Context: an optimization exercise on an open-source flow, tuned for small area, a short achievable clock period and few clock cycles per item. The choices shown serve that exercise and are no tape-out recipe. Where RTL was checked, it was by simulation tests only, not by an equivalence proof against the original. The RTL of runs 1 and 6 was laid out without a check of its function. Power is estimated from default activity; no workload was simulated.

[design.v]
package vpu_sp_pkg;
  typedef logic [6:0] sp_size_t;
  typedef struct packed {
    logic                    enable;
    logic [1:0]              tilesize;
    logic [8:0]              x;
    logic [7:0]              y;
    logic [2-1:0] tile_bank;
    logic [8-1:0]  tile_idx;
    logic                    pal_mode;
    logic [1:0]              pal_bank;
    logic [3:0]              pal_no;
  } sp_attr_t;
  typedef struct packed {
    logic       valid;
    logic       last;
    logic [8:0] x;
    logic       pal_mode;
    logic [1:0] pal_bank;
    logic [3:0] pal_no;
    logic [7:0] idx;
  } sp_pix_t;
  typedef struct packed {
    logic [7:0] a;
    logic [7:0] r;
    logic [7:0] g;
    logic [7:0] b;
  } sp_argb_t;
  function automatic sp_size_t sp_size(input logic [1:0] tilesize);
    sp_size = 8 << tilesize;
  endfunction
endpackage
package vpu_mem_pkg;
  typedef struct packed {
    logic                     en;
    logic [4-1:0] addr;
  } param_req_t;
  typedef struct packed {
    logic                    en;
    logic [16-1:0] addr;
  } tile_req_t;
  typedef struct packed {
    logic                   en;
    logic [10-1:0] addr;
  } pal_req_t;
  typedef struct packed {
    logic                  rd_en;
    logic [8-1:0] rd_addr;
    logic                  wr_en;
    logic [8-1:0] wr_addr;
    logic [31:0]           wdata;
  } lb_req_t;
endpackage
`timescale 1ns/100ps
module vpu_sp_mix (
  input  logic [7:0] x0,
  input  logic [7:0] x1,
  input  logic [7:0] sel,
  input  logic       keep,
  output logic [8:0] hi_a,
  output logic [8:0] hi_b,
  output logic       c7
);
  logic [7:0] m [8];
  logic       inc;
  logic [15:0] ra;
  logic [15:0] rb;
  logic [7:0]  lo;
  always_comb begin
    for (int i = 0; i < 8; i++) m[i] = sel[i] ? x1 : x0;
    inc = keep && (m[0] != 8'd0);
  end
  logic w1, w2, w3, w4, w5, w6, w7, w8, w9, w10, w11, w12, w13, w14, w15, w16, w17, w18, w19, w20, w21, w22, w23, w24, w25, w26, w27, w28, w29, w30, w31, w32, w33, w34, w35, w36, w37, w38, w39, w40, w41, w42, w43, w44, w45, w46, w47, w48, w49, w50, w51, w52, w53, w54, w55, w56, w57, w58, w59, w60, w61, w62, w63, w64, w65, w66, w67, w68, w69, w70, w71, w72, w73, w74, w75, w76, w77, w78, w79, w80, w81, w82, w83, w84;
  assign w1 = m[0][6] ^ m[1][5];
  assign w2 = m[0][6] & m[1][5];
  assign w3 = (m[0][7] ^ m[1][6]) ^ m[2][5];
  assign w4 = (m[0][7] & m[2][5]) | (m[1][6] & (m[0][7] | m[2][5]));
  assign w5 = m[3][4] ^ m[4][3];
  assign w6 = m[3][4] & m[4][3];
  assign w7 = (m[1][7] ^ m[2][6]) ^ m[3][5];
  assign w8 = (m[1][7] & m[3][5]) | (m[2][6] & (m[1][7] | m[3][5]));
  assign w9 = (m[4][4] ^ m[5][3]) ^ m[6][2];
  assign w10 = (m[4][4] & m[6][2]) | (m[5][3] & (m[4][4] | m[6][2]));
  assign w11 = (m[2][7] ^ m[3][6]) ^ m[4][5];
  assign w12 = (m[2][7] & m[4][5]) | (m[3][6] & (m[2][7] | m[4][5]));
  assign w13 = m[0][4] ^ m[1][3];
  assign w14 = m[0][4] & m[1][3];
  assign w15 = (m[0][5] ^ m[1][4]) ^ m[2][3];
  assign w16 = (m[0][5] & m[2][3]) | (m[1][4] & (m[0][5] | m[2][3]));
  assign w17 = m[3][2] ^ m[4][1];
  assign w18 = m[3][2] & m[4][1];
  assign w19 = (w1 ^ m[2][4]) ^ m[3][3];
  assign w20 = (w1 & m[3][3]) | (m[2][4] & (w1 | m[3][3]));
  assign w21 = (m[4][2] ^ m[5][1]) ^ m[6][0];
  assign w22 = (m[4][2] & m[6][0]) | (m[5][1] & (m[4][2] | m[6][0]));
  assign w23 = (w2 ^ w3) ^ w5;
  assign w24 = (w2 & w5) | (w3 & (w2 | w5));
  assign w25 = (m[5][2] ^ m[6][1]) ^ m[7][0];
  assign w26 = (m[5][2] & m[7][0]) | (m[6][1] & (m[5][2] | m[7][0]));
  assign w27 = (w4 ^ w6) ^ w7;
  assign w28 = (w4 & w7) | (w6 & (w4 | w7));
  assign w29 = (w9 ^ m[7][1]) ^ inc;
  assign w30 = (w9 & inc) | (m[7][1] & (w9 | inc));
  assign w31 = (w8 ^ w10) ^ w11;
  assign w32 = (w8 & w11) | (w10 & (w8 | w11));
  assign w33 = (m[5][4] ^ m[6][3]) ^ m[7][2];
  assign w34 = (m[5][4] & m[7][2]) | (m[6][3] & (m[5][4] | m[7][2]));
  assign w35 = (w12 ^ m[3][7]) ^ m[4][6];
  assign w36 = (w12 & m[4][6]) | (m[3][7] & (w12 | m[4][6]));
  assign w37 = (m[5][5] ^ m[6][4]) ^ m[7][3];
  assign w38 = (m[5][5] & m[7][3]) | (m[6][4] & (m[5][5] | m[7][3]));
  assign w39 = (m[4][7] ^ m[5][6]) ^ m[6][5];
  assign w40 = (m[4][7] & m[6][5]) | (m[5][6] & (m[4][7] | m[6][5]));
  assign w41 = m[0][3] ^ m[1][2];
  assign w42 = m[0][3] & m[1][2];
  assign w43 = (w13 ^ m[2][2]) ^ m[3][1];
  assign w44 = (w13 & m[3][1]) | (m[2][2] & (w13 | m[3][1]));
  assign w45 = (w14 ^ w15) ^ w17;
  assign w46 = (w14 & w17) | (w15 & (w14 | w17));
  assign w47 = (w16 ^ w18) ^ w19;
  assign w48 = (w16 & w19) | (w18 & (w16 | w19));
  assign w49 = (w20 ^ w22) ^ w23;
  assign w50 = (w20 & w23) | (w22 & (w20 | w23));
  assign w51 = (w24 ^ w26) ^ w27;
  assign w52 = (w24 & w27) | (w26 & (w24 | w27));
  assign w53 = (w28 ^ w30) ^ w31;
  assign w54 = (w28 & w31) | (w30 & (w28 | w31));
  assign w55 = (w32 ^ w34) ^ w35;
  assign w56 = (w32 & w35) | (w34 & (w32 | w35));
  assign w57 = (w36 ^ w38) ^ w39;
  assign w58 = (w36 & w39) | (w38 & (w36 | w39));
  assign w59 = (w40 ^ m[5][7]) ^ m[6][6];
  assign w60 = (w40 & m[6][6]) | (m[5][7] & (w40 | m[6][6]));
  assign w61 = m[0][2] ^ m[1][1];
  assign w62 = m[0][2] & m[1][1];
  assign w63 = (w41 ^ m[2][1]) ^ m[3][0];
  assign w64 = (w41 & m[3][0]) | (m[2][1] & (w41 | m[3][0]));
  assign w65 = (w42 ^ w43) ^ m[4][0];
  assign w66 = (w42 & m[4][0]) | (w43 & (w42 | m[4][0]));
  assign w67 = (w44 ^ w45) ^ m[5][0];
  assign w68 = (w44 & m[5][0]) | (w45 & (w44 | m[5][0]));
  assign w69 = (w46 ^ w47) ^ w21;
  assign w70 = (w46 & w21) | (w47 & (w46 | w21));
  assign w71 = (w48 ^ w49) ^ w25;
  assign w72 = (w48 & w25) | (w49 & (w48 | w25));
  assign w73 = (w50 ^ w51) ^ w29;
  assign w74 = (w50 & w29) | (w51 & (w50 | w29));
  assign w75 = (w52 ^ w53) ^ w33;
  assign w76 = (w52 & w33) | (w53 & (w52 | w33));
  assign w77 = (w54 ^ w55) ^ w37;
  assign w78 = (w54 & w37) | (w55 & (w54 | w37));
  assign w79 = (w56 ^ w57) ^ m[7][4];
  assign w80 = (w56 & m[7][4]) | (w57 & (w56 | m[7][4]));
  assign w81 = (w58 ^ w59) ^ m[7][5];
  assign w82 = (w58 & m[7][5]) | (w59 & (w58 | m[7][5]));
  assign w83 = (w60 ^ m[6][7]) ^ m[7][6];
  assign w84 = (w60 & m[7][6]) | (m[6][7] & (w60 | m[7][6]));
  assign ra = {1'b0, w84, w82, w80, w78, w76, w74, w72, w70, w68, w66, w64, w62, w61, m[0][1], m[0][0]};
  assign rb = {1'b0, m[7][7], w83, w81, w79, w77, w75, w73, w71, w69, w67, w65, w63, m[2][0], m[1][0], 1'b0};
  assign lo   = {1'b0, ra[6:0]} + {1'b0, rb[6:0]};
  assign c7   = lo[7];
  assign hi_a = ra[15:7];
  assign hi_b = rb[15:7];
endmodule
module vpu_sp_color_merge (
  input  logic [31:0] src,
  input  logic [31:0] dst,
  input  logic [7:0]  a_n,
  input  logic        a_zero,
  input  logic        a_full,
  output logic [7:0]  res_a,
  output logic [53:0] hi,
  output logic [2:0]  c7
);
  logic [8:0] a_sum;
  assign a_sum      = {1'b0, dst[31:24]} + {1'b0, src[31:24]};
  assign res_a = a_zero ? dst[31:24] : a_full ? 8'd255 : a_sum[8:1];
  vpu_sp_mix u_r (.x0(dst[23:16]), .x1(src[23:16]), .sel(src[31:24]), .keep(a_zero | a_full), .hi_a(hi[53:45]), .hi_b(hi[44:36]), .c7(c7[2]));
  vpu_sp_mix u_g (.x0(src[15:8]),   .x1(dst[15:8]),  .sel(a_n),        .keep(a_zero | a_full), .hi_a(hi[35:27]), .hi_b(hi[26:18]), .c7(c7[1]));
  vpu_sp_mix u_b (.x0(dst[7:0]),    .x1(src[7:0]),   .sel(src[31:24]), .keep(a_zero | a_full), .hi_a(hi[17:9]), .hi_b(hi[8:0]), .c7(c7[0]));
endmodule
`timescale 1ns/100ps
module vpu_sp (
  input  logic                   clk,
  input  logic                   rst_n,
  input  logic                   line_start,
  input  logic [7:0]             line_y,
  output logic                   busy,
  output logic                   line_done,
  output vpu_mem_pkg::param_req_t param_req,
  input  logic [31:0]            param_rdata,
  output vpu_mem_pkg::tile_req_t tile_req,
  input  logic [7:0]             tile_rdata,
  output vpu_mem_pkg::pal_req_t  pal_req,
  input  logic [31:0]            pal_rdata,
  output vpu_mem_pkg::lb_req_t   lb_req,
  input  vpu_sp_pkg::sp_argb_t   lb_rdata
);
  logic       accept;
  logic [7:0] cur_y;
  logic [2:0] f_idx;       
  logic       f_word;      
  logic       f_req;       
  logic       f_done;      
  logic       w0_arr;      
  logic       w1_arr;      
  logic [1:0] w_s;
  logic [7:0] w_x;
  logic [7:0] w_y;
  logic       k_act;
  logic [1:0] k_bank;
  logic [7:0] k_t;
  logic [2:0] k_oyr;
  logic [2:0] k_oxr;
  logic [2:0] k_oxh;
  logic [1:0] k_s;
  logic [7:0] k_x;
  logic       k_took;      
  logic       hz1;         
  logic       hz2;         
  logic       hz3;         
  logic       p1_v;
  logic [7:0] p1_x;
  logic [6:0] p1_pal;
  logic       p2_v;
  logic [9:0] p2_pal_addr;
  logic [7:0] p2_x;
  logic       p3_v;
  logic [7:0] p3_x;
  logic       p4_v;
  logic [7:0] p4_x;
  logic [31:0] p4_src;
  logic [31:0] p4_dst;
  logic [7:0] p4_an;       
  logic       p4_az;
  logic       p4_af;
  logic       p5_v;
  logic [7:0] p5_x;
  logic [7:0] p5_a;
  logic [53:0] p5_hi;
  logic [2:0] p5_c7;
  logic       p6_v;
  logic [7:0] p6_x;
  logic [31:0] p6_res;
  assign accept = !busy && line_start;
  logic [8:0] oy9;
  logic       vis_y;
  logic [2:0] oy_hi_mask;
  always_comb begin
    oy9 = {1'b0, cur_y} - {1'b0, w_y};
    case (w_s)
      2'd0: oy_hi_mask = 3'b111;
      2'd1: oy_hi_mask = 3'b110;
      2'd2: oy_hi_mask = 3'b100;
      default: oy_hi_mask = 3'b000;
    endcase
    vis_y = !oy9[8] && (oy9[7:6] == 2'b00) && ((oy9[5:3] & oy_hi_mask) == 3'b000);
  end
  logic       k_last;
  logic       k_free;
  logic       hazard;
  logic       take;
  logic       skip;        
  logic       next_sp;     
  function automatic logic near(input logic v, input logic [7:0] x, input logic [7:0] base);
    logic [5:0] xm1;
    xm1  = x[7:2] - 6'd1;
    near = v && ((x[7:2] == base[7:2]) || (xm1 == base[7:2]));
  endfunction
  always_comb begin
    logic [2:0] oxh_mask;
    case (k_s)
      2'd0: oxh_mask = 3'b000;
      2'd1: oxh_mask = 3'b001;
      2'd2: oxh_mask = 3'b011;
      default: oxh_mask = 3'b111;
    endcase
    k_last  = (k_x == 8'd255) || ((k_oxr == 3'd7) && ((k_oxh & oxh_mask) == oxh_mask));
    k_free  = !k_act || k_last;
    hazard  = near(k_act, k_x, w_x) || hz1 || hz2 || hz3;
    take    = w1_arr && vis_y && k_free && !hazard;
    skip    = (w0_arr && (!param_rdata[31] || param_rdata[16])) || (w1_arr && !vis_y);
    next_sp = take || skip;
  end
  always_ff @(posedge clk) begin
    if (!rst_n) begin
      busy      <= 1'b0;
      line_done <= 1'b0;
      f_req     <= 1'b0;
      f_done    <= 1'b0;
      w0_arr    <= 1'b0;
      w1_arr    <= 1'b0;
      k_act     <= 1'b0;
      k_took    <= 1'b0;
      p1_v      <= 1'b0;
      p2_v      <= 1'b0;
      p3_v      <= 1'b0;
      p4_v      <= 1'b0;
      p5_v      <= 1'b0;
      p6_v      <= 1'b0;
    end else begin
      line_done <= 1'b0;
      w0_arr    <= f_req && !f_word;
      w1_arr    <= f_req && f_word && !next_sp;
      if (accept) begin
        busy   <= 1'b1;
        f_req  <= 1'b1;
        f_done <= 1'b0;
      end else if (busy && f_done && !k_act && !p1_v && !p2_v && !p3_v && !p4_v && !p5_v) begin
        busy      <= 1'b0;
        line_done <= 1'b1;
      end
      if (next_sp && f_idx == 3'd7) begin
        f_req  <= 1'b0;
        f_done <= 1'b1;
      end
      if (take)                 k_act <= 1'b1;
      else if (k_act && k_last) k_act <= 1'b0;
      k_took <= take;
      p1_v <= k_act;
      p2_v <= p1_v;
      p3_v <= p2_v;
      p4_v <= p3_v;
      p5_v <= p4_v;
      p6_v <= p5_v;
    end
  end
  always_ff @(posedge clk) begin
    if (accept) begin
      cur_y  <= line_y;
      f_idx  <= 3'd0;
      f_word <= 1'b0;
    end else if (f_req) begin
      if (next_sp) begin
        f_idx  <= f_idx + 3'd1;
        f_word <= 1'b0;
      end else begin
        f_word <= 1'b1;
      end
    end
    if (w0_arr) begin
      w_s <= param_rdata[25:24];
      w_x <= param_rdata[15:8];
      w_y <= param_rdata[7:0];
    end
    hz1 <= near(k_act, k_x,  w0_arr ? param_rdata[15:8] : w_x);
    hz2 <= near(p1_v,  p1_x, w0_arr ? param_rdata[15:8] : w_x);
    hz3 <= near(p2_v,  p2_x, w0_arr ? param_rdata[15:8] : w_x);
    if (k_free) begin
      k_bank <= param_rdata[29:28];
      k_t    <= param_rdata[23:16] + ({5'd0, oy9[5:3]} << w_s);
      k_oyr  <= oy9[2:0];
      k_oxr  <= 3'd0;
      k_oxh  <= 3'd0;
      k_s    <= w_s;
      k_x    <= w_x;
    end else begin
      k_oxr <= k_oxr + 3'd1;
      if (k_oxr == 3'd7) begin
        k_t   <= k_t + 8'd1;
        k_oxh <= k_oxh + 3'd1;
      end
      k_x <= k_x + 8'd1;
    end
    p1_x   <= k_x;
    if (k_took) p1_pal <= {param_rdata[6], param_rdata[5:4], param_rdata[3:0]};
    p2_x        <= p1_x;
    p2_pal_addr <= p1_pal[6] ? {p1_pal[5:4], p1_pal[3:0], tile_rdata[3:0]}
                             : {p1_pal[5:4], tile_rdata};
    p3_x   <= p2_x;
    p4_x   <= p3_x;
    p4_src <= pal_rdata;
    p4_dst <= lb_rdata;
    p4_an  <= ~pal_rdata[31:24];
    p4_az  <= (pal_rdata[31:24] == 8'd0);
    p4_af  <= (pal_rdata[31:24] == 8'd255);
    p5_x   <= p4_x;
    p5_a   <= blend_a;
    p5_hi  <= blend_hi;
    p5_c7  <= blend_c7;
    p6_x   <= p5_x;
    p6_res <= {p5_a, blend_r[8:1], blend_g[8:1], blend_b[8:1]};
  end
  logic [7:0]  blend_a;
  logic [53:0] blend_hi;
  logic [2:0]  blend_c7;
  logic [8:0]  blend_r;
  logic [8:0]  blend_g;
  logic [8:0]  blend_b;
  assign blend_r = p5_hi[53:45] + p5_hi[44:36] + {8'd0, p5_c7[2]};
  assign blend_g = p5_hi[35:27] + p5_hi[26:18] + {8'd0, p5_c7[1]};
  assign blend_b = p5_hi[17:9]  + p5_hi[8:0]   + {8'd0, p5_c7[0]};
  vpu_sp_color_merge u_color_merge (
    .src (p4_src),
    .dst (p4_dst),
    .a_n    (p4_an),
    .a_zero (p4_az),
    .a_full (p4_af),
    .res_a  (blend_a),
    .hi     (blend_hi),
    .c7     (blend_c7)
  );
  assign param_req.en   = f_req;
  assign param_req.addr = {f_idx, f_word};
  assign tile_req.en    = k_act;
  assign tile_req.addr  = {k_bank, k_t, k_oyr, k_oxr};
  assign pal_req.en     = p2_v;
  assign pal_req.addr   = p2_pal_addr;
  assign lb_req.rd_en   = p2_v;
  assign lb_req.rd_addr = p2_x;
  assign lb_req.wr_en   = p6_v;
  assign lb_req.wr_addr = p6_x;
  assign lb_req.wdata   = p6_res;
endmodule
`timescale 1ns/100ps
module vpu_sp_top (
  input  logic        clk,
  input  logic        rst_n,
  input  logic        line_start,
  input  logic [7:0]  line_y,
  output logic        busy,
  output logic        line_done,
  output logic        param_req_en,
  output logic [3:0]  param_req_addr,
  input  logic [31:0] param_rdata,
  output logic        tile_req_en,
  output logic [15:0] tile_req_addr,
  input  logic [7:0]  tile_rdata,
  output logic        pal_req_en,
  output logic [9:0]  pal_req_addr,
  input  logic [31:0] pal_rdata,
  output logic        lb_rd_en,
  output logic [7:0]  lb_rd_addr,
  output logic        lb_wr_en,
  output logic [7:0]  lb_wr_addr,
  output logic [31:0] lb_wdata,
  input  logic [31:0] lb_rdata
);
  vpu_mem_pkg::param_req_t param_req;
  vpu_mem_pkg::tile_req_t  tile_req;
  vpu_mem_pkg::pal_req_t   pal_req;
  vpu_mem_pkg::lb_req_t    lb_req;
  vpu_sp u_sp (
    .clk         (clk),
    .rst_n       (rst_n),
    .line_start  (line_start),
    .line_y      (line_y),
    .busy        (busy),
    .line_done   (line_done),
    .param_req   (param_req),
    .param_rdata (param_rdata),
    .tile_req    (tile_req),
    .tile_rdata  (tile_rdata),
    .pal_req     (pal_req),
    .pal_rdata   (pal_rdata),
    .lb_req      (lb_req),
    .lb_rdata    (lb_rdata)
  );
  assign param_req_en   = param_req.en;
  assign param_req_addr = param_req.addr;
  assign tile_req_en    = tile_req.en;
  assign tile_req_addr  = tile_req.addr;
  assign pal_req_en     = pal_req.en;
  assign pal_req_addr   = pal_req.addr;
  assign lb_rd_en       = lb_req.rd_en;
  assign lb_rd_addr     = lb_req.rd_addr;
  assign lb_wr_en       = lb_req.wr_en;
  assign lb_wr_addr     = lb_req.wr_addr;
  assign lb_wdata       = lb_req.wdata;
endmodule
[flow/run.sh]
#!/bin/bash
# The standard layout, except that each port gets the smallest buffer
# (buf_1) instead of the one buffer_ports picks by default.
set -euo pipefail
export BUFFER_PORTS_ARGS="-buffer_cell sky130_fd_sc_hd__buf_1"
bash standard.sh finish > standard_flow.log 2>&1
[standard.sh]
#!/bin/bash
# synth_recipe.tcl (not shown) runs the flow's synth.tcl, then flattens the netlist and writes it again
# the make line also repeats each setting of config.mk as NAME=value (left out here)
make -C /OpenROAD-flow-scripts/flow DESIGN_CONFIG=/design/flow/config.mk WORK_HOME=/design/flow/orfs CLKGATE_MAP_FILE= SYNTH_SCRIPT=/design/flow/synth_recipe.tcl "${@:-finish}"
[config.mk]
export PLATFORM = sky130hd
export DESIGN_NAME = vpu_sp_top
export DESIGN_NICKNAME = vpu_sp_top
export VERILOG_FILES = /design/flow/design.v
export SDC_FILE = /design/flow/constraint.sdc
export NUM_CORES = 4
export LEC_CHECK = 0
export CAP_MARGIN = 20
export CORE_MARGIN = 2
export CORE_UTILIZATION = 40
export CTS_CLUSTER_DIAMETER = 100
export CTS_CLUSTER_SIZE = 25
export SLEW_MARGIN = 75
[constraint.sdc]
create_clock -name core_clock -period 11.0 [get_ports {clk}]
set_input_delay 2.2000 -clock core_clock [delete_from_list [all_inputs] [get_ports {clk}]]
set_output_delay 2.2000 -clock core_clock [all_outputs]
set_load 0.01 [all_outputs]
==> metrics.csv, run 1 <==
metric;value;unit
cts_hold_repair.buffers;0;
dp.final_hpwl;25000;microns
hold_viol;0;
clk_pin_slew;100;ps
netlist_area;15700;sq um
gr-total-overflow;0;
cts_buffer_depth;3;
p_sw;1220;uW
holdCritPathClass;reg -> reg;
drt_iter0_markers;262;
ios;200;
numPortBuffers;196;
die-area;40900;sq um
gp_congestion;0.822;
wl;33600;microns
finalPower;3500;uW
cts_made_buffers;17;
cts_root_buffer;clkbuf_16;
numClockSinks;306;
grt_max_degree;31;
postSynth.asyncResetShare;0;%
core.rowCount;72;
grt_setup_unrepaired;no;
post-route-min-period;3800;ps
cts_resized;0;
synth_enable_flop_cells;42;
cts_tree;yes;
drc;0;
wire_per_inst;16.2;microns
p_leak;0.00756;uW
worst_r2r_endpoint;u_sp.k_t[7]$_DFFE_PP_;
via_count;10131;
slew_viol_final;0;
worstSetupEndpointType;register;
cp-startpoint;u_sp.w_y[0]$_DFFE_PP_;
antenna_found_initial;1;
diodes;0;
core_area;38700;sq um
arrival;4090;ps
nNetsFinal;1874;
critPathCapture;u_sp.k_t[7]$_DFFE_PP_;
r2r_slack;7200;ps
synth_area_per_cell;11.4;sq um
regToRegStartpoint;u_sp.w_y[0]$_DFFE_PP_;
die_y;202;microns
place_area;17100;sq um
drt-vias-per-instance;4.86;
setup_violations;0;
fp.dieW;202;microns
clkLatencyLatePin;530;ps
timing.final.crit_share;34.6;%
drive_above_1_share;13.2;%
crit_required;11290;ps
clockPowerShare;19.3;%
synth_cells;1373;
swShare;34.9;%
cp-start-kind;register;
pwr-share-seq;44.3;%
relSlewSlack;74.8;%
reg2regPathDepth;17;
ys_seq_elements;306;
peakVddDrop;0.126;mV
critPathKind;reg -> reg;
powerDensity;198;nW/um^2
whs;322;ps
intPower;2280;uW
final_common_cell;dfxtp_1;
stdcell_area;17700;sq um
worstMarginPinSlew;376;ps
htreeDepth;1;
start_util;40.6;%
ys_seq_area_share;41.6;%
yosysUniqueCellTypes;58;
max_freq;263;MHz
dr.pass1.iters;4;
layout_common_cells;dfxtp_1, buf_1, inv_1, mux2_2, fa_1;
fill_cells;3670;
postCtsSetupBuffers;0;
first_global_vias;10540;
crit_fanout;4;
tns;0;ps
area_growth;12.5;%
synth_warnings;3;
outcome;finished clean;
utilization;45.6;%
drtAntennaViolNets;0;
pwr-share-comb;36.4;%
synth_ff_type;dfxtp_1;
synth_nets;1691;
grt_pass1_wl;54600;microns
maxCapViolCount;0;
fin_worst_skew;22.7;ps
track_usage;16.5;%
-- worst min-delay path by stage --
stage                            to  cells past startpoint  slack [ps]                  from
2_1_floorplan  u_sp.p2_x[0]$_DFF_P_                      0         310  u_sp.p1_x[0]$_DFF_P_
3_3_place_gp   u_sp.p5_x[3]$_DFF_P_                      0         310  u_sp.p4_x[3]$_DFF_P_
3_5_place_dp   u_sp.p4_x[6]$_DFF_P_                      0         310  u_sp.p3_x[6]$_DFF_P_
4_1_cts        u_sp.p4_x[2]$_DFF_P_                      0         320  u_sp.p3_x[2]$_DFF_P_
5_1_grt        u_sp.p4_x[2]$_DFF_P_                      0         320  u_sp.p3_x[2]$_DFF_P_
6_report       u_sp.p4_x[2]$_DFF_P_                      0         320  u_sp.p3_x[2]$_DFF_P_
-- stage by stage --
stage | instances | setup WS [ps]
after floorplan | 1373 | 7280
after global placement | 2051 | 7010
after detailed placement | 2054 | 7000
after CTS | 2082 | 7200
after global routing | 2083 | 6990
final | 2083 | 7200
-- layer usage --
metal	global-route usage, %	routed length (microns)	part of all wire [%]
met1	21.0	15000	44
met3	3.35	1630	4.8
met2	28.8	16400	49
met4	3.81	696	2.1
met5	0	9	0.027
-- sequential cells by signal (all words and copies together) (netlist names), 10 cells and up --
signal and count:
u_sp.p4_src 32, u_sp.p4_dst 32, u_sp.p2_pal_addr 10, u_sp.p6_res 32
u_sp.p5_hi 48
-- final cells by class --
class	instances	area (sq um)	share of cell area, %
flip-flops and latches	306	6590	37.3
repair buffers	206	830	4.69
well taps	518	648	3.67
clock buffers	23	448	2.53
inverters	174	653	3.69
clock inverters	5	58.8	0.333
multi-input cells	851	8450	47.8
-- critical path: stages, from the launching register on --
cell and delay (ps):
edfxtp_1 380, ha_1 250, fa_1 470, nand2b_1 170, a21oi_1 280, xnor2_1 210
nor2_1 70, a21oi_1 170, or2_2 160, inv_1 40, ha_1 270, a21o_1 160
a21oi_1 240, o21bai_1 130, a31o_2 270, nand2_1 80, xor2_1 140, a21oi_1 80
-- cells by family after synthesis --
| family | after synthesis | synth area share [%] |
|---|---|---|
| AOI/OAI and AO/OA | 156 | 6.18 |
| adders and majority gates | 203 | 21.6 |
| and+or+nand+nor | 205 | 6.70 |
| DFF | 306 | 41.6 |
| xor gates and xnor gates | 78 | 4.35 |
| muxes | 209 | 14.3 |
| buffers and inverters | 216 | 5.28 |
-- synthesized netlist by cell type, types with 3 or more instances --
library cell,instances,share of area [%]
a21o_1,14,0.67
nor2_1,44,1.1
dfxtp_1,264,34
xnor2_1,46,2.6
a211oi_1,4,0.19
or3_1,3,0.12
a31o_2,4,0.22
nand4_1,15,0.60
buf_2,6,0.19
mux2_2,119,8.5
nor4_1,10,0.40
o21ai_0,38,1.2
o211ai_1,3,0.14
nor3_1,11,0.35
o21bai_1,11,0.53
nand2b_1,16,0.64
nor2b_1,16,0.64
a21oi_1,52,1.7
nand3_1,17,0.54
nand2_1,47,1.1
and2_1,8,0.32
clkbuf_1,28,0.67
ha_1,89,7.1
buf_4,3,0.14
edfxtp_1,42,8.0
xor2_1,32,1.8
buf_1,5,0.12
a31oi_1,5,0.20
fa_1,114,15
or2_2,5,0.20
a21boi_0,3,0.14
mux2i_1,90,5.7
o41ai_1,3,0.17
inv_1,174,4.2
-- power by group through the flow --
| stage | registers (uW) | logic (uW) | clock network (uW) |
|---|---|---|---|
| finish | 1550 | 1270 | 676 |
| global route | 1580 | 1480 | 747 |
| CTS | 1550 | 1290 | 709 |
| detailed placement | 1570 | 1280 | 0 |
| global placement | 1570 | 1240 | 0 |
| floorplan | 1540 | 954 | 0 |
==> inputs of run 2 (changes only) <==
--- a/design.v
+++ b/design.v
@@ -208,3 +208,5 @@
   logic [7:0] w_x;
-  logic [7:0] w_y;
+  logic [5:0] w_oy;        
+  logic       w_oyb;       
+  logic [1:0] w_yh;        
   logic       k_act;
@@ -249,3 +251,3 @@
   always_comb begin
-    oy9 = {1'b0, cur_y} - {1'b0, w_y};
+    oy9 = {{1'b0, cur_y[7:6]} - {1'b0, w_yh} - {2'd0, w_oyb}, w_oy};
     case (w_s)
@@ -343,3 +345,4 @@
       w_x <= param_rdata[15:8];
-      w_y <= param_rdata[7:0];
+      {w_oyb, w_oy} <= {1'b0, cur_y[5:0]} - {1'b0, param_rdata[5:0]};
+      w_yh <= param_rdata[7:6];
     end
==> run 2 against run 1 <==
Synthesized area fell by 1.4%. Clock skew fell by 8.1 ps. Sequential power barely moved. Still clean on timing, DRC and antenna. Highest routed layer is now met4. Register-to-register slack improved by 290 ps. Final cell count fell by 2.4%. Critical endpoint is now u_sp.k_t[6]$_DFFE_PP_. Fmax rose by 7.6%. Combinational power fell by 4%.
==> metrics.csv, run 2 <==
metric;value;unit;change
slew_viol_final;0;;unchanged
track_usage;16.1;%;-0.39 points
first_global_vias;10277;;-2.5%
synth_cells;1322;;-3.7%
setup_violations;0;;unchanged
wl;32000;microns;-5.0%
worstMarginPinSlew;342;ps;-34.8 ps
synthTopCellsByCount;dfxtp_1, inv_1, mux2_2, fa_1, mux2i_1;;
synth.top_cell.area_share;34.1;%;+0.48 points
powerDensity;198;nW/um^2;about the same
synth_ff_type;dfxtp_1;;
synth_area_per_cell;11.7;sq um;+2.4%
dp.final_hpwl;24100;microns;-3.5%
cp-start-kind;input pin;;
numClockSinks;307;;+0.33%
gr-total-overflow;0;;unchanged
area_growth;12.4;%;about the same
start_util;40.3;%;-0.29 points
postSynth.asyncResetShare;0;%;unchanged
max_freq;283;MHz;+7.6%
core.rowCount;72;;unchanged
relSlewSlack;77.2;%;+2.4 points
dr.pass1.iters;4;;unchanged
maxCapViolCount;0;;unchanged
hold_viol;0;;unchanged
die-area;40300;sq um;-1.4%
crit_required;11270;ps;-20 ps
synth_enable_flop_cells;43;;+2.4%
clk_pin_slew;90;ps;about the same
p_leak;0.00751;uW;-0.63%
synth_top_area_cell;dfxtp_1;;
final_common_cell;dfxtp_1;;
largest_register;u_sp.p5_hi;;
layoutNonFillerInstCount;2034;;-2.4%
drive_above_1_share;13.2;%;+0.065 points
grt_setup_unrepaired;no;;
dp.cells;2002;;-2.5%
wire_per_inst;15.7;microns;-2.7%
ys_seq_area_share;42.4;%;+0.79 points
gp_congestion;0.819;;-0.39%
cts_hold_repair.buffers;0;;unchanged
yosysUniqueCellTypes;53;;-8.6%
antenna_found_initial;4;;+3
die_y;201;microns;-0.69%
postCtsSetupBuffers;0;;unchanged
fin_ws;7460;ps;+269 ps
yosys-top-cells-area;dfxtp_1, fa_1, mux2_2;;
htreeDepth;1;;unchanged
pre_cts_slack;6900;ps;-100 ps
drc;0;;unchanged
tns;0;ps;unchanged
ys_seq_elements;307;;+0.33%
via_count;9641;;-4.8%
worstSetupEndpointType;register;;
drtAntennaViolNets;0;;unchanged
core_area;38500;sq um;-0.70%
seq_area;6620;sq um;+0.46%
holdCritPathClass;reg -> reg;;
clkLatencyLatePin;520;ps;about the same
peakVddDrop;0.116;mV;-7.5%
synth_warnings;3;;unchanged
cts_root_buffer;clkbuf_16;;
ios;200;;unchanged
whs;332;ps;+10.4 ps
numPortBuffers;196;;unchanged
synth_most_common_cell;dfxtp_1;;
largest_register_ffs;48;;unchanged
multiInputGateArea;8230;sq um;-2.6%
drt_iter0_markers;268;;+2.3%
nNetsFinal;1822;;-2.8%
cts_buffer_depth;3;;unchanged
outcome;finished clean;;
critPathKind;in -> reg;;
post-route-min-period;3540;ps;-269 ps
fp.dieW;201;microns;-0.69%
timing.final.crit_share;32.1;%;-2.4 points
finalPower;3450;uW;-1.5%
synth_nets;1640;;-3.0%
cts_resized;0;;unchanged
drt-vias-per-instance;4.74;;-2.5%
grt_max_degree;41;;+32%
netlist_area;15500;sq um;-1.4%
fill_cells;3656;;-0.38%
crit_fanout;2;;-2
arrival;3810;ps;-280 ps
cts_tree;yes;;
layout_common_cells;dfxtp_1, buf_1, inv_1, mux2_2, fa_1;;
grt_pass1_wl;52900;microns;-3.1%
cts_made_buffers;17;;unchanged
fin_worst_skew;14.6;ps;-8.11 ps
## run 2: cell types whose count changed in the layout (fill, tap and decap cells not counted), moves of 5 or more
cell	previous run	this run
nand4_1	15	10
a21o_1	14	20
xnor2_1	45	54
inv_1	172	160
nor2_1	43	37
nand2b_1	15	7
a21oi_1	50	56
## run 2: cell type report
class,instances,share of cell area (%)
timing repair buffer,204,4.60
multi-input combinational,812,47.2
antenna,4,0.0574
clock inverter,5,0.302
tap,518,3.72
clock buffer,22,2.61
sequential,307,38.0
inverter,162,3.52
## run 2: cell families after synthesis
group | after synthesis | synth area share [%]
and+or+nand+nor | 176 | 5.77
muxes | 208 | 14.4
adders and majority gates | 203 | 22.0
DFF | 307 | 42.4
xor gates and xnor gates | 82 | 4.63
buffers and inverters | 203 | 5.10
AOI/OAI and AO/OA | 143 | 5.68
## run 2: per-layer routing
layer / vias up / wire, microns / GRT usage, %
met1: 4671 / 13900 / 19.7
met3: 36 / 1510 / 3.17
li1: 4771 / - / -
met5: - / 0 / 0
met2: 163 / 15900 / 28.7
met4: 0 / 640 / 4.74
## run 2: power by group
part           internal [uW]  leakage [uW]  switching (uW)
Clock                    303      0.000249             378
Sequential              1390       0.00264             159
Combinational            577       0.00462             641
## run 2: path summary, 6_finish.rpt
| kind | from | to | slack (ps) | cells after the start |
|---|---|---|---|---|
| max | param_rdata[16] | u_sp.k_t[6]$_DFFE_PP_ | 7460 | 11 |
| min reg2reg | u_sp.p5_x[0]$_DFF_P_ | u_sp.p6_x[0]$_DFF_P_ | 330 | 0 |
| max reg2reg | u_sp.p4_src[25]$_DFF_P_ | u_sp.p5_c7[0]$_DFF_P_ | 7490 | 11 |
| min | u_sp.p5_x[0]$_DFF_P_ | u_sp.p6_x[0]$_DFF_P_ | 330 | 0 |
## run 2: per-stage QoR
step | area, sq um | utilization [%]
floorplan | 15500 | -
global placement | 16700 | 43.5
detailed placement | 16900 | 43.9
CTS | 17400 | 45.2
global route | 17400 | 45.3
finish | 17400 | 45.3
## run 2: worst max-delay path: stages
cell and delay [ps]:
buf_1 180, ha_1 210, inv_1 60, fa_1 390, inv_1 70, a21oi_1 60, o21bai_1 200, a21o_1 150
a21oi_1 70, xor2_1 140, mux2i_1 80
Testbench counts of run 2, summed over its fixed seeds: cycles 50,423, lines 512.
==> inputs of run 3 (changes only) <==
--- a/config.mk
+++ b/config.mk
@@ -10,4 +10,5 @@
 export CORE_UTILIZATION = 40
-export CTS_CLUSTER_DIAMETER = 100
-export CTS_CLUSTER_SIZE = 25
+export CTS_BUF_LIST = sky130_fd_sc_hd__clkbuf_8
+export CTS_CLUSTER_DIAMETER = 80
+export CTS_CLUSTER_SIZE = 16
 export SLEW_MARGIN = 75
==> run 3 against run 2 <==
Final cell count rose by 0.49%. Clock skew is 4.0 ps higher. Sequential share of layout area up 0.098 points. Setup slack improved by 22 ps. Die area unchanged. Routed wire length is 0.42% higher. Global-route usage is essentially flat. Sequential cell count did not move. Clock power fell by 7.8%. Critical path depth shrank 10. Final area is 0.26% lower. Critical endpoint is now lb_rd_addr[5].
==> metrics.csv, run 3 <==
metric;value;unit;change
slew_viol_final;0;;unchanged
timing.final.crit_share;31.9;%;-0.20 points
ys_seq_elements;307;;unchanged
grt_pass1_wl;52900;microns;-0.12%
dp.final_hpwl;24100;microns;unchanged
yosys-top-cells-area;dfxtp_1, fa_1, mux2_2;;
cts_hold_repair.buffers;0;;unchanged
tns;0;ps;unchanged
netlist_area;15500;sq um;unchanged
drt-vias-per-instance;4.72;;-0.45%
grt_setup_unrepaired;no;;
synth_warnings;3;;unchanged
setup_violations;0;;unchanged
critPathKind;reg -> out;;
slowest_delay;520;ps;+130 ps
largest_register_ffs;48;;unchanged
worst_r2r_endpoint;u_sp.p5_c7[0]$_DFF_P_;;
via_count;9645;;+0.041%
gr-total-overflow;0;;unchanged
layout_common_cells;dfxtp_1, buf_1, inv_1, mux2_2, fa_1;;
wl;32100;microns;+0.42%
pre_cts_slack;6900;ps;unchanged
die-area;40300;sq um;unchanged
numPortBuffers;196;;unchanged
regToRegStartpoint;u_sp.p4_src[25]$_DFF_P_;;
htreeDepth;1;;unchanged
reg2regPathDepth;11;;unchanged
fp.dieW;201;microns;unchanged
utilization;45.2;%;-0.12 points
holdCritPathClass;reg -> reg;;
drc;0;;unchanged
ys_seq_area_share;42.4;%;unchanged
outcome;finished clean;;
postCtsSetupBuffers;0;;unchanged
largest_register;u_sp.p5_hi;;
cts_resized;0;;unchanged
min-delay-start;u_sp.p4_x[2]$_DFF_P_;;
cts_root_buffer;clkbuf_8;;
synth_top_area_cell;dfxtp_1;;
maxCapViolCount;0;;unchanged
track_usage;16.1;%;about the same
synth_enable_flop_cells;43;;unchanged
critPathTopFamily;flip-flops;;
worstSetupEndpointType;output pin;;
start_util;40.3;%;unchanged
post-route-min-period;3510;ps;-21.8 ps
drtAntennaViolNets;0;;unchanged
synthTopCellsByCount;dfxtp_1, inv_1, mux2_2, fa_1, mux2i_1;;
fin_ws;7490;ps;+21.8 ps
die_y;201;microns;unchanged
first_global_vias;10302;;+0.24%
ios;200;;unchanged
numClockSinks;307;;unchanged
fin_worst_skew;18.6;ps;+3.99 ps
clkLatencyLatePin;600;ps;+80 ps
yosysUniqueCellTypes;53;;unchanged
powerDensity;195;nW/um^2;-1.3%
worst-path-buf-inv;1;;-2
final_common_cell;dfxtp_1;;
r2r_slack;7520;ps;+30 ps
synth_most_common_cell;dfxtp_1;;
cts_buffer_depth;3;;unchanged
crit_chain;buf_1;;
synth.top_cell.area_share;34.1;%;unchanged
gp_congestion;0.819;;unchanged
cts_tree;yes;;
finalPower;3390;uW;-1.5%
wire_per_inst;15.7;microns;about the same
min_path_cells;0;;unchanged
synth_ff_type;dfxtp_1;;
drive_above_1_share;13.7;%;+0.50 points
synth_nets;1640;;unchanged
hold_viol;0;;unchanged
peakVddDrop;0.142;mV;+22%
cts_made_buffers;25;;+8
cp-start-kind;register;;
area_growth;12.2;%;
core_area;38500;sq um;unchanged
synth_cells;1322;;unchanged
relSlewSlack;76.8;%;-0.40 points
max_freq;285;MHz;+0.62%
worstMarginPinSlew;348;ps;+6.03 ps
min_to;u_sp.p5_x[2]$_DFF_P_;;
nNetsFinal;1830;;+0.44%
crit_required;8800;ps;-2470 ps
synth_area_per_cell;11.7;sq um;unchanged
cpMaxStageDelayCell;dfxtp_1;;
antenna_found_initial;4;;unchanged
core.rowCount;72;;unchanged
grt_max_degree;41;;unchanged
drt_iter0_markers;228;;-15%
dr.pass1.iters;4;;unchanged
p_leak;0.00751;uW;about the same
crit_fanout;8;;+6
arrival;1310;ps;-2500 ps
postSynth.asyncResetShare;0;%;unchanged
clk_pin_slew;100;ps;about the same
run 3: cell counts after synthesis:
No cell type changed its count.
run 3: power breakdown:
group	internal [uW]	total, uW	switching (uW)
clock network	248	628	380
registers	1390	1550	159
logic	577	1220	640
run 3: area by class of cell:
type                    instances  area, sq um
well taps                     518          648
flip-flops and latches        307         6620
diodes                          4         10.0
multi-input cells             812         8230
repair buffers                204          802
clock inverters                11          104
clock buffers                  26          358
fillers                      3674        21100
inverters                     162          613
run 3: worst max-delay path by stage:
stage / to / cells after the start / startpoint
6_report: lb_rd_addr[5] / 1 / u_sp.p2_x[5]$_DFF_P_
5_1_grt: u_sp.p5_c7[0]$_DFF_P_ / 11 / u_sp.p4_src[25]$_DFF_P_
4_1_cts: tile_req_en / 1 / u_sp.k_act$_SDFFE_PN0P_
3_5_place_dp: u_sp.k_t[6]$_DFFE_PP_ / 11 / param_rdata[16]
2_1_floorplan: u_sp.p5_c7[0]$_DFF_P_ / 12 / u_sp.p4_src[24]$_DFF_P_
3_3_place_gp: u_sp.k_t[6]$_DFFE_PP_ / 11 / param_rdata[16]
run 3: cells by family (layout without fill, tap and decap cells):
family | Yosys count | in the layout | synth area share [%]
fa+ha+maj | 203 | 203 | 22.0
simple gates | 176 | 176 | 5.77
buf+inv | 203 | 403 | 5.10
compound gates | 143 | 143 | 5.68
flops | 307 | 307 | 42.4
other cells | 0 | 4 | 0
xor+xnor | 82 | 82 | 4.63
mux | 208 | 208 | 14.4
run 3: through the flow:
step                      hold WS, ps  std cells  area [sq um]
after global placement            311       2001         16700
after CTS                         316       2039         17300
after detailed placement          312       2002         16900
after floorplan                   310       1322         15500
after global routing              314       2042         17400
final                             315       2044         17400
run 3: per-layer routing:
| metal | wire, microns | share of wire (%) | GRT usage, % |
|---|---|---|---|
| met5 | 0 | 0 | 0 |
| met3 | 1530 | 4.8 | 3.34 |
| met4 | 858 | 2.7 | 4.79 |
| met2 | 15800 | 49 | 28.4 |
| met1 | 14000 | 43 | 19.9 |
==> inputs of run 4 (changes only) <==
==> flow/run.sh (replaced) <==
#!/bin/bash
# The standard layout, except that
#  - each port gets the smallest buffer (buf_1) instead of the one
#    buffer_ports picks by default;
#  - Yosys's synth runs without its internal abc pass (-noabc), so that the
#    adder trees written in the RTL reach extract_fa as written; the final
#    ABC mapping of the flow is unchanged.
set -euo pipefail
export BUFFER_PORTS_ARGS="-buffer_cell sky130_fd_sc_hd__buf_1"
export SYNTH_ARGS="-noabc"
bash standard.sh finish > standard_flow.log 2>&1
--- a/config.mk
+++ b/config.mk
@@ -10,5 +10,4 @@
 export CORE_UTILIZATION = 40
-export CTS_BUF_LIST = sky130_fd_sc_hd__clkbuf_8
-export CTS_CLUSTER_DIAMETER = 80
-export CTS_CLUSTER_SIZE = 16
+export CTS_CLUSTER_DIAMETER = 100
+export CTS_CLUSTER_SIZE = 25
 export SLEW_MARGIN = 75
==> run 4 against run 3 <==
Final cell count shrank 4.5%. Largest power group unchanged. First-iteration DRC count grew 60%. Worst hold slack gained 14 ps. Still clean. Sequential cell count is the same. Synthesized area grew 0.49%. Global-route usage shrank 0.43 points. Final area grew 0.68%. Via count shrank 1.5%. Register-to-register slack lost 20 ps. Non-clock buffer count grew 4.
==> metrics.csv, run 4 <==
metric;value;unit;change
cts_buffer_depth;3;;unchanged
synth_ff_type;dfxtp_1;;
htreeDepth;1;;unchanged
worst-path-buf-inv;1;;unchanged
synth_top_area_cell;dfxtp_1;;
diodes;0;;-4
core_area;38600;sq um;+0.23%
yosys-top-cells-area;dfxtp_1, fa_1, mux2_2;;
min_path_cells;0;;unchanged
worst_r2r_endpoint;u_sp.p5_c7[2]$_DFF_P_;;
slowest_delay;400;ps;-120 ps
numClockSinks;307;;unchanged
grt_pass1_wl;51600;microns;-2.5%
die_y;201;microns;+0.24%
fin_worst_skew;14.9;ps;-3.68 ps
timing.final.crit_share;33.0;%;+1.0 points
p_leak;0.00692;uW;-7.9%
synthMuxAreaShare;15.1;%;+0.68 points
cp-start-kind;input pin;;
numPortBuffers;196;;unchanged
drt-vias-per-instance;4.86;;+3.1%
arrival;3890;ps;+2580 ps
r2r_slack;7500;ps;-20 ps
drc;0;;unchanged
fill_cells;3572;;-2.8%
drt_iter0_markers;364;;+60%
synth_cells;1238;;-6.4%
via_count;9499;;-1.5%
worstMarginPinSlew;344;ps;-3.53 ps
cpMaxStageDelayCell;fa_1;;
cts_hold_repair.buffers;0;;unchanged
wire_per_inst;16.0;microns;+2.0%
ios;200;;unchanged
largest_register;u_sp.p5_hi;;
crit_fanout;2;;-6
ys_seq_area_share;42.2;%;-0.21 points
cts_resized;0;;unchanged
gp_congestion;0.838;;+2.3%
yosysUniqueCellTypes;68;;+28%
yosys.area_share.simple;5.70;%;-0.076 points
postSynth.asyncResetShare;0;%;unchanged
first_global_vias;9986;;-3.1%
place_area;17000;sq um;+0.55%
track_usage;15.7;%;-0.43 points
tns;0;ps;unchanged
slew_viol_final;0;;unchanged
nNetsFinal;1757;;-4.0%
dr.pass1.iters;4;;unchanged
setup_violations;0;;unchanged
layout_common_cells;dfxtp_1, buf_1, mux2_2, fa_1, ha_1;;
grt_max_degree;37;;-9.8%
clk_pin_slew;100;ps;about the same
cp.depth;9;;+8
drive_above_1_share;18.8;%;+5.1 points
crit_chain;buf_1, ha_1, fa_1, a21o_1, a21oi_1, o21bai_1, a21oi_1, xnor2_1, o21ai_0;;
synth_xor_area_share;4.50;%;-0.14 points
maxCapViolCount;0;;unchanged
synth_warnings;3;;unchanged
critPathKind;in -> reg;;
synth_enable_flop_cells;43;;unchanged
cts_made_buffers;17;;-32%
hold_viol;0;;unchanged
wl;31300;microns;-2.5%
die-area;40500;sq um;+0.48%
grt_setup_unrepaired;no;;
cts_tree;yes;;
multiInputGateArea;8670;sq um;+5.4%
crit_required;11270;ps;+2470 ps
peakVddDrop;0.162;mV;+14%
post-route-min-period;3630;ps;+112 ps
fin_ws;7370;ps;-112 ps
outcome;finished clean;;
reg2regPathDepth;9;;-2
synth_area_per_cell;12.6;sq um;+7.3%
final_common_cell;dfxtp_1;;
min_to;u_sp.p4_x[4]$_DFF_P_;;
cp-startpoint;param_rdata[16];;
postCtsSetupBuffers;0;;unchanged
seq_area;6620;sq um;about the same
drtAntennaViolNets;0;;unchanged
fp.dieW;201;microns;+0.24%
holdCritPathClass;reg -> reg;;
synth-compound-area-share;6.90;%;+1.2 points
synth_top_family_by_area;adder cells;;
ys_seq_elements;307;;unchanged
stdcell_area;17500;sq um;+0.68%
cts_root_buffer;clkbuf_16;;
synthAdderAreaFrac;22.9;%;+0.94 points
gr-total-overflow;0;;unchanged
core.rowCount;72;;unchanged
relSlewSlack;76.8;%;about the same
synthTopCellsByCount;dfxtp_1, mux2_2, fa_1, ha_1;;
start_util;40.4;%;+0.10 points
powerDensity;198;nW/um^2;+1.3%
synth_most_common_cell;dfxtp_1;;
largest_register_ffs;48;;unchanged
netlist_area;15600;sq um;+0.49%
dp.final_hpwl;23500;microns;-2.3%
worstSetupEndpointType;register;;
antenna_found_initial;0;;-4
pre_cts_slack;6840;ps;-66.1 ps
area_growth;12.4;%;
clkLatencyLatePin;510;ps;-90 ps
min-delay-start;u_sp.p3_x[4]$_DFF_P_;;
synth_nets;1569;;-4.3%
synth.top_cell.area_share;33.9;%;-0.17 points
max_freq;276;MHz;-3.1%
critPathMostFrequentCell;a21oi_1;;
whs;329;ps;+13.7 ps
regToRegStartpoint;u_sp.p4_src[25]$_DFF_P_;;
critPathTopFamily;compound AO/OA/AOI/OAI gates;;
[run 4: cell count changes in the layout (fill, tap and decap cells not counted), sizes merged, moves of 5 or more]
cell    change
o21bai      +5
xor2        -7
ha         +13
mux2       +71
inv       -105
mux2i      -73
xnor2       +5
nor3        -7
nor2        -5
[run 4: per-stage QoR]
stage | total power [uW] | utilization, % | cells
detailed placement | 2830 | 44.0 | 1923
CTS | 3530 | 45.3 | 1951
global placement | 2790 | 43.6 | 1919
global route | 3770 | 45.4 | 1953
finish | 3460 | 45.4 | 1953
floorplan | 2490 | - | 1238
[run 4: worst max-delay path by stage]
stage                            endpoint  slack, ps
CTS                 u_sp.k_t[6]$_DFFE_PP_       7400
finish              u_sp.k_t[6]$_DFFE_PP_       7370
global route        u_sp.k_t[6]$_DFFE_PP_       7250
floorplan           u_sp.k_t[6]$_DFFE_PP_       7140
detailed placement  u_sp.k_t[6]$_DFFE_PP_       6840
global placement    u_sp.k_t[6]$_DFFE_PP_       6840
[run 4: cells by family (layout without fill, tap and decap cells)]
kind of cell	count (synthesis)	after routing
flops	307	307
fa+ha+maj	216	216
mux	206	206
simple gates	167	167
compound gates	161	161
buf+inv	101	298
xor+xnor	80	80
[run 4: cell type report]
class,instances,share of cell area (%)
timing repair buffer,208,4.67
clock buffer,24,2.64
inverter,62,1.36
tap,518,3.70
multi-input combinational,830,49.5
clock inverter,4,0.272
sequential,307,37.8
[run 4: where the power goes]
group | switching [uW] | internal, uW
clock | 373 | 305
combinational | 647 | 593
sequential | 156 | 1390
total | 1180 | 2280
[run 4: per-layer routing]
metal | global-route usage [%] | share of wire, % | wire length [microns]
met1 | 19.7 | 44 | 13700
met4 | 2.81 | 1.4 | 434
met2 | 27.6 | 49 | 15400
met5 | 0 | 0 | 0
met3 | 3.76 | 5.8 | 1830
==> inputs of run 5 (changes only) <==
--- a/design.v
+++ b/design.v
@@ -208,5 +208,3 @@
   logic [7:0] w_x;
-  logic [5:0] w_oy;        
-  logic       w_oyb;       
-  logic [1:0] w_yh;        
+  logic [8:0] w_oy;        
   logic       k_act;
@@ -251,3 +249,3 @@
   always_comb begin
-    oy9 = {{1'b0, cur_y[7:6]} - {1'b0, w_yh} - {2'd0, w_oyb}, w_oy};
+    oy9 = w_oy;
     case (w_s)
@@ -267,5 +265,5 @@
   function automatic logic near(input logic v, input logic [7:0] x, input logic [7:0] base);
-    logic [5:0] xm1;
-    xm1  = x[7:2] - 6'd1;
-    near = v && ((x[7:2] == base[7:2]) || (xm1 == base[7:2]));
+    logic [8:0] diff;
+    diff = {1'b0, x} - {1'b0, base};
+    near = v && !diff[8] && (diff[7:2] == 6'd0);
   endfunction
@@ -345,4 +343,3 @@
       w_x <= param_rdata[15:8];
-      {w_oyb, w_oy} <= {1'b0, cur_y[5:0]} - {1'b0, param_rdata[5:0]};
-      w_yh <= param_rdata[7:6];
+      w_oy <= {1'b0, cur_y} - {1'b0, param_rdata[7:0]};
     end
--- a/config.mk
+++ b/config.mk
@@ -12,2 +12,2 @@
 export CTS_CLUSTER_SIZE = 25
-export SLEW_MARGIN = 75
+export SLEW_MARGIN = 20
==> run 5 against run 4 <==
Total power rose by 0.37%. Final cell count rose by 0.51%. Synthesized area fell by 0.27%. Critical endpoint is now u_sp.p5_c7[2]$_DFF_P_. Final area fell by 1.1%. Still clean on timing, DRC and antenna.
==> metrics.csv, run 5 <==
metric;value;unit;change
synth.top_cell.area_share;34.3;%;+0.35 points
cp-startpoint;u_sp.p4_src[25]$_DFF_P_;;
largest_register_ffs;48;;unchanged
track_usage;16.1;%;+0.46 points
regToRegStartpoint;u_sp.p4_src[25]$_DFF_P_;;
netlist_area;15500;sq um;-0.27%
cp-start-kind;register;;
fp.dieW;201;microns;-0.13%
synth_warnings;3;;unchanged
peakVddDrop;0.128;mV;-21%
holdCritPathClass;reg -> reg;;
slowest_delay;960;ps;+560 ps
synth_nets;1609;;+2.5%
gp_congestion;0.825;;-1.6%
timing.final.crit_share;35.0;%;+2.0 points
nNetsFinal;1793;;+2.0%
fin_worst_skew;28.8;ps;+13.9 ps
powerDensity;201;nW/um^2;+1.5%
dr.pass1.iters;4;;unchanged
final_common_cell;dfxtp_1;;
slew_viol_final;0;;unchanged
postSynth.asyncResetShare;0;%;unchanged
max_freq;260;MHz;-5.8%
ys_seq_area_share;42.2;%;about the same
grt_pass1_wl;52800;microns;+2.5%
p_leak;0.00707;uW;+2.1%
synth_enable_flop_cells;41;;-4.7%
antenna_found_initial;3;;+3
first_global_vias;10066;;+0.80%
critPathKind;reg -> reg;;
crit_fanout;18;;+16
finalPower;3470;uW;+0.37%
drive_above_1_share;16.1;%;-2.7 points
min-delay-start;u_sp.p3_x[5]$_DFF_P_;;
via_count;9517;;+0.19%
maxCapViolCount;0;;unchanged
ios;200;;unchanged
synth_cells;1254;;+1.3%
cts_tree;yes;;
clk_pin_slew;90;ps;about the same
tns;0;ps;unchanged
worst_r2r_endpoint;u_sp.p5_c7[2]$_DFF_P_;;
r2r_slack;7150;ps;-350 ps
drt-vias-per-instance;4.85;;-0.32%
core_area;38500;sq um;-0.23%
setup_violations;0;;unchanged
drt_iter0_markers;377;;+3.6%
die_y;201;microns;-0.13%
critPathCapture;u_sp.p5_c7[2]$_DFF_P_;;
die-area;40400;sq um;-0.26%
synth_top_area_cell;dfxtp_1;;
start_util;40.4;%;about the same
cts_resized;0;;unchanged
drc;0;;unchanged
htreeDepth;1;;unchanged
critPathMostFrequentCell;fa_1;;
hold_viol;0;;unchanged
synth_ff_type;dfxtp_1;;
wire_per_inst;16.1;microns;+0.65%
cts_hold_repair.buffers;0;;unchanged
synth_most_common_cell;dfxtp_1;;
wl;31700;microns;+1.2%
yosys-top-cells-area;dfxtp_1, fa_1, mux2_2;;
gr-total-overflow;0;;unchanged
cts_root_buffer;clkbuf_16;;
cts_made_buffers;17;;unchanged
grt_setup_unrepaired;no;;
core.rowCount;72;;unchanged
largest_register;u_sp.p5_hi;;
synthTopCellsByCount;dfxtp_1, mux2_2, ha_1, fa_1, inv_1;;
numClockSinks;307;;unchanged
clkLatencyLatePin;540;ps;+30 ps
ys_seq_elements;307;;unchanged
cpMaxStageDelayCell;dfxtp_1;;
crit_chain;mux2_2, ha_1, fa_1, fa_1, fa_1, ha_1, a21oi_1, o21ai_0;;
relSlewSlack;36.2;%;-41 points
reg2regPathDepth;8;;-1
yosysUniqueCellTypes;52;;-24%
post-route-min-period;3850;ps;+221 ps
layout_common_cells;dfxtp_1, mux2_2, buf_1, ha_1, fa_1;;
area_growth;11.4;%;
crit_required;11410;ps;+140 ps
postCtsSetupBuffers;0;;unchanged
grt_max_degree;28;;-24%
worstMarginPinSlew;955;ps;+611 ps
arrival;4260;ps;+370 ps
outcome;finished clean;;
synth_area_per_cell;12.4;sq um;-1.5%
worstSetupEndpointType;register;;
cts_buffer_depth;3;;unchanged
dp.final_hpwl;23800;microns;+1.3%
numPortBuffers;196;;unchanged
diodes;0;;unchanged
drtAntennaViolNets;0;;unchanged
==> run 5: report_power, final <==
part | switching (uW) | leakage (uW) | total [uW] | internal [uW]
clock network | 380 | 0.000243 | 676 | 296
registers | 134 | 0.00263 | 1530 | 1400
logic | 659 | 0.00419 | 1270 | 610
total | 1170 | 0.00707 | 3470 | 2300
==> run 5: worst min path at each step <==
| stage | endpoint | slack (ps) | cells after the start |
|---|---|---|---|
| global route | u_sp.p4_x[5]$_DFF_P_ | 320 | 0 |
| finish | u_sp.p4_x[5]$_DFF_P_ | 320 | 0 |
| CTS | u_sp.p4_x[5]$_DFF_P_ | 310 | 0 |
| global placement | u_sp.p5_x[6]$_DFF_P_ | 310 | 0 |
| detailed placement | u_sp.p5_x[1]$_DFF_P_ | 310 | 0 |
| floorplan | u_sp.p4_x[0]$_DFF_P_ | 310 | 0 |
==> run 5: through the flow <==
stage | area, sq um | setup slack, ps | util [%] | instances | hold WS (ps)
after floorplan | 15500 | 7150 | - | 1254 | 310
after global placement | 16800 | 6840 | 43.7 | 1937 | 309
after detailed placement | 16800 | 6820 | 43.7 | 1937 | 312
after CTS | 17300 | 7130 | 45.0 | 1963 | 315
after global routing | 17300 | 7020 | 45.0 | 1963 | 322
final | 17300 | 7150 | 45.0 | 1963 | 316
==> run 5: cell type report <==
class / instances / area (sq um)
Clock buffer: 21 / 440
Clock inverter: 5 / 61.3
Fill cell: 3634 / 21200
Inverter: 64 / 240
Multi-Input combinational cell: 847 / 8590
Sequential cell: 307 / 6560
Tap cell: 518 / 648
Timing Repair Buffer: 201 / 773
==> run 5: per-layer routing <==
| layer | share of wire [%] | routed length (microns) | global-route usage (%) |
|---|---|---|---|
| met3 | 5.5 | 1740 | 3.38 |
| met4 | 1.6 | 514 | 3.78 |
| met2 | 48 | 15300 | 28.0 |
| met5 | 0.13 | 41 | 0 |
| met1 | 45 | 14100 | 20.6 |
==> run 5: logic make-up (layout without fill, tap and decap cells) <==
| family | count (synthesis) | count (layout) | synth area share (%) |
|---|---|---|---|
| flops | 307 | 307 | 42.2 |
| buf+inv | 100 | 291 | 2.51 |
| mux | 205 | 205 | 14.8 |
| fa+ha+maj | 240 | 240 | 24.8 |
| xor+xnor | 57 | 57 | 3.21 |
| simple gates | 175 | 175 | 5.64 |
| compound gates | 170 | 170 | 6.80 |
==> run 5: critical path: cells and delay by family (launching register included) <==
family          cells  cell delay [ps]
compound gates      2              220
fa+ha+maj           5             2120
mux                 1              420
flops               1              960
Testbench counts of run 5, summed over its fixed seeds: cycles 50,366, lines 512.
==> inputs of run 6 (changes only) <==
--- a/design.v
+++ b/design.v
@@ -167,3 +167,2 @@
   input  logic [31:0] dst,
-  input  logic [7:0]  a_n,
   input  logic        a_zero,
@@ -178,3 +177,3 @@
   vpu_sp_mix u_r (.x0(dst[23:16]), .x1(src[23:16]), .sel(src[31:24]), .keep(a_zero | a_full), .hi_a(hi[53:45]), .hi_b(hi[44:36]), .c7(c7[2]));
-  vpu_sp_mix u_g (.x0(src[15:8]),   .x1(dst[15:8]),  .sel(a_n),        .keep(a_zero | a_full), .hi_a(hi[35:27]), .hi_b(hi[26:18]), .c7(c7[1]));
+  vpu_sp_mix u_g (.x0(dst[15:8]),   .x1(src[15:8]),  .sel(src[31:24]),        .keep(a_zero | a_full), .hi_a(hi[35:27]), .hi_b(hi[26:18]), .c7(c7[1]));
   vpu_sp_mix u_b (.x0(dst[7:0]),    .x1(src[7:0]),   .sel(src[31:24]), .keep(a_zero | a_full), .hi_a(hi[17:9]), .hi_b(hi[8:0]), .c7(c7[0]));
@@ -208,3 +207,5 @@
   logic [7:0] w_x;
-  logic [8:0] w_oy;        
+  logic [5:0] w_oy;        
+  logic       w_oyb;       
+  logic [1:0] w_yh;        
   logic       k_act;
@@ -233,3 +234,2 @@
   logic [31:0] p4_dst;
-  logic [7:0] p4_an;       
   logic       p4_az;
@@ -249,3 +249,3 @@
   always_comb begin
-    oy9 = w_oy;
+    oy9 = {{1'b0, cur_y[7:6]} - {1'b0, w_yh} - {2'd0, w_oyb}, w_oy};
     case (w_s)
@@ -265,5 +265,5 @@
   function automatic logic near(input logic v, input logic [7:0] x, input logic [7:0] base);
-    logic [8:0] diff;
-    diff = {1'b0, x} - {1'b0, base};
-    near = v && !diff[8] && (diff[7:2] == 6'd0);
+    logic [5:0] xm1;
+    xm1  = x[7:2] - 6'd1;
+    near = v && ((x[7:2] == base[7:2]) || (xm1 == base[7:2]));
   endfunction
@@ -343,3 +343,4 @@
       w_x <= param_rdata[15:8];
-      w_oy <= {1'b0, cur_y} - {1'b0, param_rdata[7:0]};
+      {w_oyb, w_oy} <= {1'b0, cur_y[5:0]} - {1'b0, param_rdata[5:0]};
+      w_yh <= param_rdata[7:6];
     end
@@ -373,3 +374,2 @@
     p4_dst <= lb_rdata;
-    p4_an  <= ~pal_rdata[31:24];
     p4_az  <= (pal_rdata[31:24] == 8'd0);
@@ -395,3 +395,2 @@
     .dst (p4_dst),
-    .a_n    (p4_an),
     .a_zero (p4_az),
==> flow/run.sh (replaced) <==
#!/bin/bash
# The standard layout, except that each port gets the smallest buffer
# (buf_1) instead of the one buffer_ports picks by default.
set -euo pipefail
export BUFFER_PORTS_ARGS="-buffer_cell sky130_fd_sc_hd__buf_1"
bash standard.sh finish > standard_flow.log 2>&1
--- a/config.mk
+++ b/config.mk
@@ -12,2 +12,2 @@
 export CTS_CLUSTER_SIZE = 25
-export SLEW_MARGIN = 20
+export SLEW_MARGIN = 75
==> run 6 against run 5 <==
Die area fell by 0.92%. Sequential cell count shrank 8. Sequential share of layout area is 0.59 points lower. Critical endpoint is now u_sp.p5_c7[0]$_DFF_P_. Clock power down 4.0%. Register-to-register slack gained 130 ps. Critical path depth up 3. Routed wire length increased by 3.8%. Worst hold slack improved by 7.4 ps. Total power shrank 2.0%. Still clean on timing, DRC and antenna. Clock skew grew 1.7 ps.
==> metrics.csv, run 6 <==
metric;value;unit;change
fp.dieW;200;microns;-0.46%
synth_ff_type;dfxtp_1;;
yosysUniqueCellTypes;64;;+23%
use_met1;21.8;%;+1.2 points
critPathCapture;u_sp.p5_c7[0]$_DFF_P_;;
crit_fanout;18;;unchanged
final_common_cell;dfxtp_1;;
drtAntennaViolNets;0;;unchanged
synth_top_area_cell;dfxtp_1;;
critPathKind;reg -> reg;;
synth_enable_flop_cells;43;;+4.9%
grt_setup_unrepaired;no;;
post-route-min-period;3720;ps;-125 ps
worstSetupEndpointType;register;;
tns;0;ps;unchanged
reg2regPathDepth;11;;+3
slew_viol_final;0;;unchanged
synth_most_common_cell;dfxtp_1;;
cp-startpoint;u_sp.p4_src[25]$_DFF_P_;;
fin_worst_skew;30.5;ps;+1.68 ps
maxCapViolCount;0;;unchanged
core.rowCount;71;;-1.4%
synth_warnings;3;;unchanged
gr-total-overflow;0;;unchanged
timing.final.crit_share;33.8;%;-1.1 points
p_leak;0.00744;uW;+5.3%
regToRegStartpoint;u_sp.p4_src[25]$_DFF_P_;;
area_growth;12.7;%;
wl;32900;microns;+3.8%
worst_r2r_endpoint;u_sp.p5_c7[0]$_DFF_P_;;
layoutNonFillerInstCount;2010;;+2.4%
antenna_found_initial;6;;+3
worstMarginPinSlew;351;ps;-604 ps
clkLatencyLatePin;540;ps;about the same
track_usage;16.7;%;+0.56 points
holdCritPathClass;reg -> reg;;
cp-start-kind;register;;
numPortBuffers;196;;unchanged
synthTopCellsByCount;dfxtp_1, inv_1, mux2_2, fa_1, mux2i_1;;
drt_iter0_markers;352;;-6.6%
met2_usage;28.0;%;+0.035 points
synth_area_per_cell;11.9;sq um;-4.3%
layout_common_cells;dfxtp_1, buf_1, inv_1, mux2_2, fa_1;;
synth.top_cell.area_share;33.3;%;-0.97 points
nNetsFinal;1808;;+0.84%
fill_cells;3528;;-2.9%
ios;200;;unchanged
utilization;45.9;%;+0.91 points
cts_buffer_depth;3;;unchanged
wire_per_inst;16.3;microns;+1.4%
drive_above_1_share;14.1;%;-2.0 points
numClockSinks;299;;-2.6%
core_area;37800;sq um;-1.9%
cts_tree;yes;;
die-area;40100;sq um;-0.92%
synth_nets;1616;;+0.44%
first_global_vias;10354;;+2.9%
finalPower;3410;uW;-2.0%
dr.pass1.iters;6;;+2
via_count;9687;;+1.8%
dp.cells;1979;;+2.2%
clk_pin_slew;100;ps;about the same
max_freq;269;MHz;+3.4%
pre_cts_slack;6950;ps;+131 ps
arrival;4150;ps;-110 ps
relSlewSlack;76.6;%;+40 points
outcome;finished clean;;
powerDensity;197;nW/um^2;-2.1%
cts_hold_repair.buffers;0;;unchanged
postSynth.asyncResetShare;0;%;unchanged
hold_viol;0;;unchanged
## run 6: cell count changes after synthesis, sizes merged, moves of 4 or more
cell    change
xnor2      +17
nand2      -17
o21a        -9
buf        +10
or2         +4
inv        +93
mux2       -80
dfxtp      -10
ha         -39
clkbuf      -6
xor2       +10
mux2i      +84
a21oi       -6
nor2        +4
## run 6: worst max-delay path, stage by stage, from the launching register on
cell     delay [ps]
dfxtp_2         470
buf_4           320
mux2_2          380
ha_1            290
inv_1            60
fa_1            530
inv_1            50
fa_1            470
fa_1            490
ha_1            320
a21oi_1         130
o21ai_0         110
## run 6: metal layers
layer	up-vias	share of wire, %	routed length [microns]
met3	33	6.1	2020
met2	182	47	15500
li1	4734	-	-
met4	10	1.1	376
met5	-	0.20	65
met1	4728	45	14900
## run 6: worst min-delay path by stage
stage / from / to / slack, ps / cells after the start
final: u_sp.p4_x[1]$_DFF_P_ / u_sp.p5_x[1]$_DFF_P_ / 320 / 0
after global routing: u_sp.p4_x[7]$_DFF_P_ / u_sp.p5_x[7]$_DFF_P_ / 320 / 0
after CTS: u_sp.p5_x[5]$_DFF_P_ / u_sp.p6_x[5]$_DFF_P_ / 320 / 0
after detailed placement: u_sp.p3_x[1]$_DFF_P_ / u_sp.p4_x[1]$_DFF_P_ / 310 / 0
after global placement: u_sp.p1_x[1]$_DFF_P_ / u_sp.p2_x[1]$_DFF_P_ / 310 / 0
after floorplan: u_sp.p1_x[0]$_DFF_P_ / u_sp.p2_x[0]$_DFF_P_ / 310 / 0
## run 6: stage by stage
stage	hold WS, ps	instance area [sq um]
2_1_floorplan	310	15400
3_3_place_gp	311	16700
3_5_place_dp	312	16800
4_1_cts	319	17300
5_1_grt	322	17300
6_report	324	17300
## run 6: cells by family (layout without fill, tap and decap cells)
group	after synthesis	count (layout)	synth area share, %
multiplexers	209	209	14.7
AND/OR/NAND/NOR	159	159	5.59
other	0	1	0
adder cells (fa/ha/maj)	203	203	22.2
AO/OA/AOI/OAI	147	147	6.01
XOR/XNOR	84	84	4.78
flip-flops	299	299	41.7
buffers and inverters	197	397	5.07
## run 6: area by class of cell
cell class / instances / area (sq um) / share of cell area, %
Sequential cell: 299 / 6460 / 37.3
Tap cell: 511 / 639 / 3.69
Clock buffer: 21 / 429 / 2.48
Inverter: 157 / 589 / 3.40
Clock inverter: 5 / 48.8 / 0.281
Antenna cell: 1 / 2.50 / 0.0144
Timing Repair Buffer: 214 / 917 / 5.29
Multi-Input combinational cell: 802 / 8250 / 47.6
## run 6: where the power goes
part           switching, uW  internal (uW)  total (uW)
clock network            365            284         649
registers                153           1360        1510
logic                    660            585        1250

## what the ideal ports hide
No port has a modelled driver above. Below, the same layouts with a new extraction and two added sets of constraints.
Step 1, drivers: a clkbuf_16 drives clk and a buf_2 each remaining input, both assumed.
Step 2, shift: input delay + t, output delay - t, t = (earliest + latest rising clock arrival at the registers) / 2. This alone moves slack from input paths to output paths.
Slacks: no drivers / after step 1 / after step 2; pairs: no drivers / after step 1.
run	t, ns	slack for setup (ns)
run 1	0.570	7.195 / 7.195 / 6.991
run 2	0.563	7.464 / 7.487 / 6.929
run 3	0.639	7.486 / 7.434 / 6.931
run 4	0.558	7.374 / 7.404 / 6.846
run 5	0.578	7.153 / 7.153 / 6.838
run 6	0.573	7.278 / 7.278 / 6.982
After both steps setup and hold are still met in every run listed.
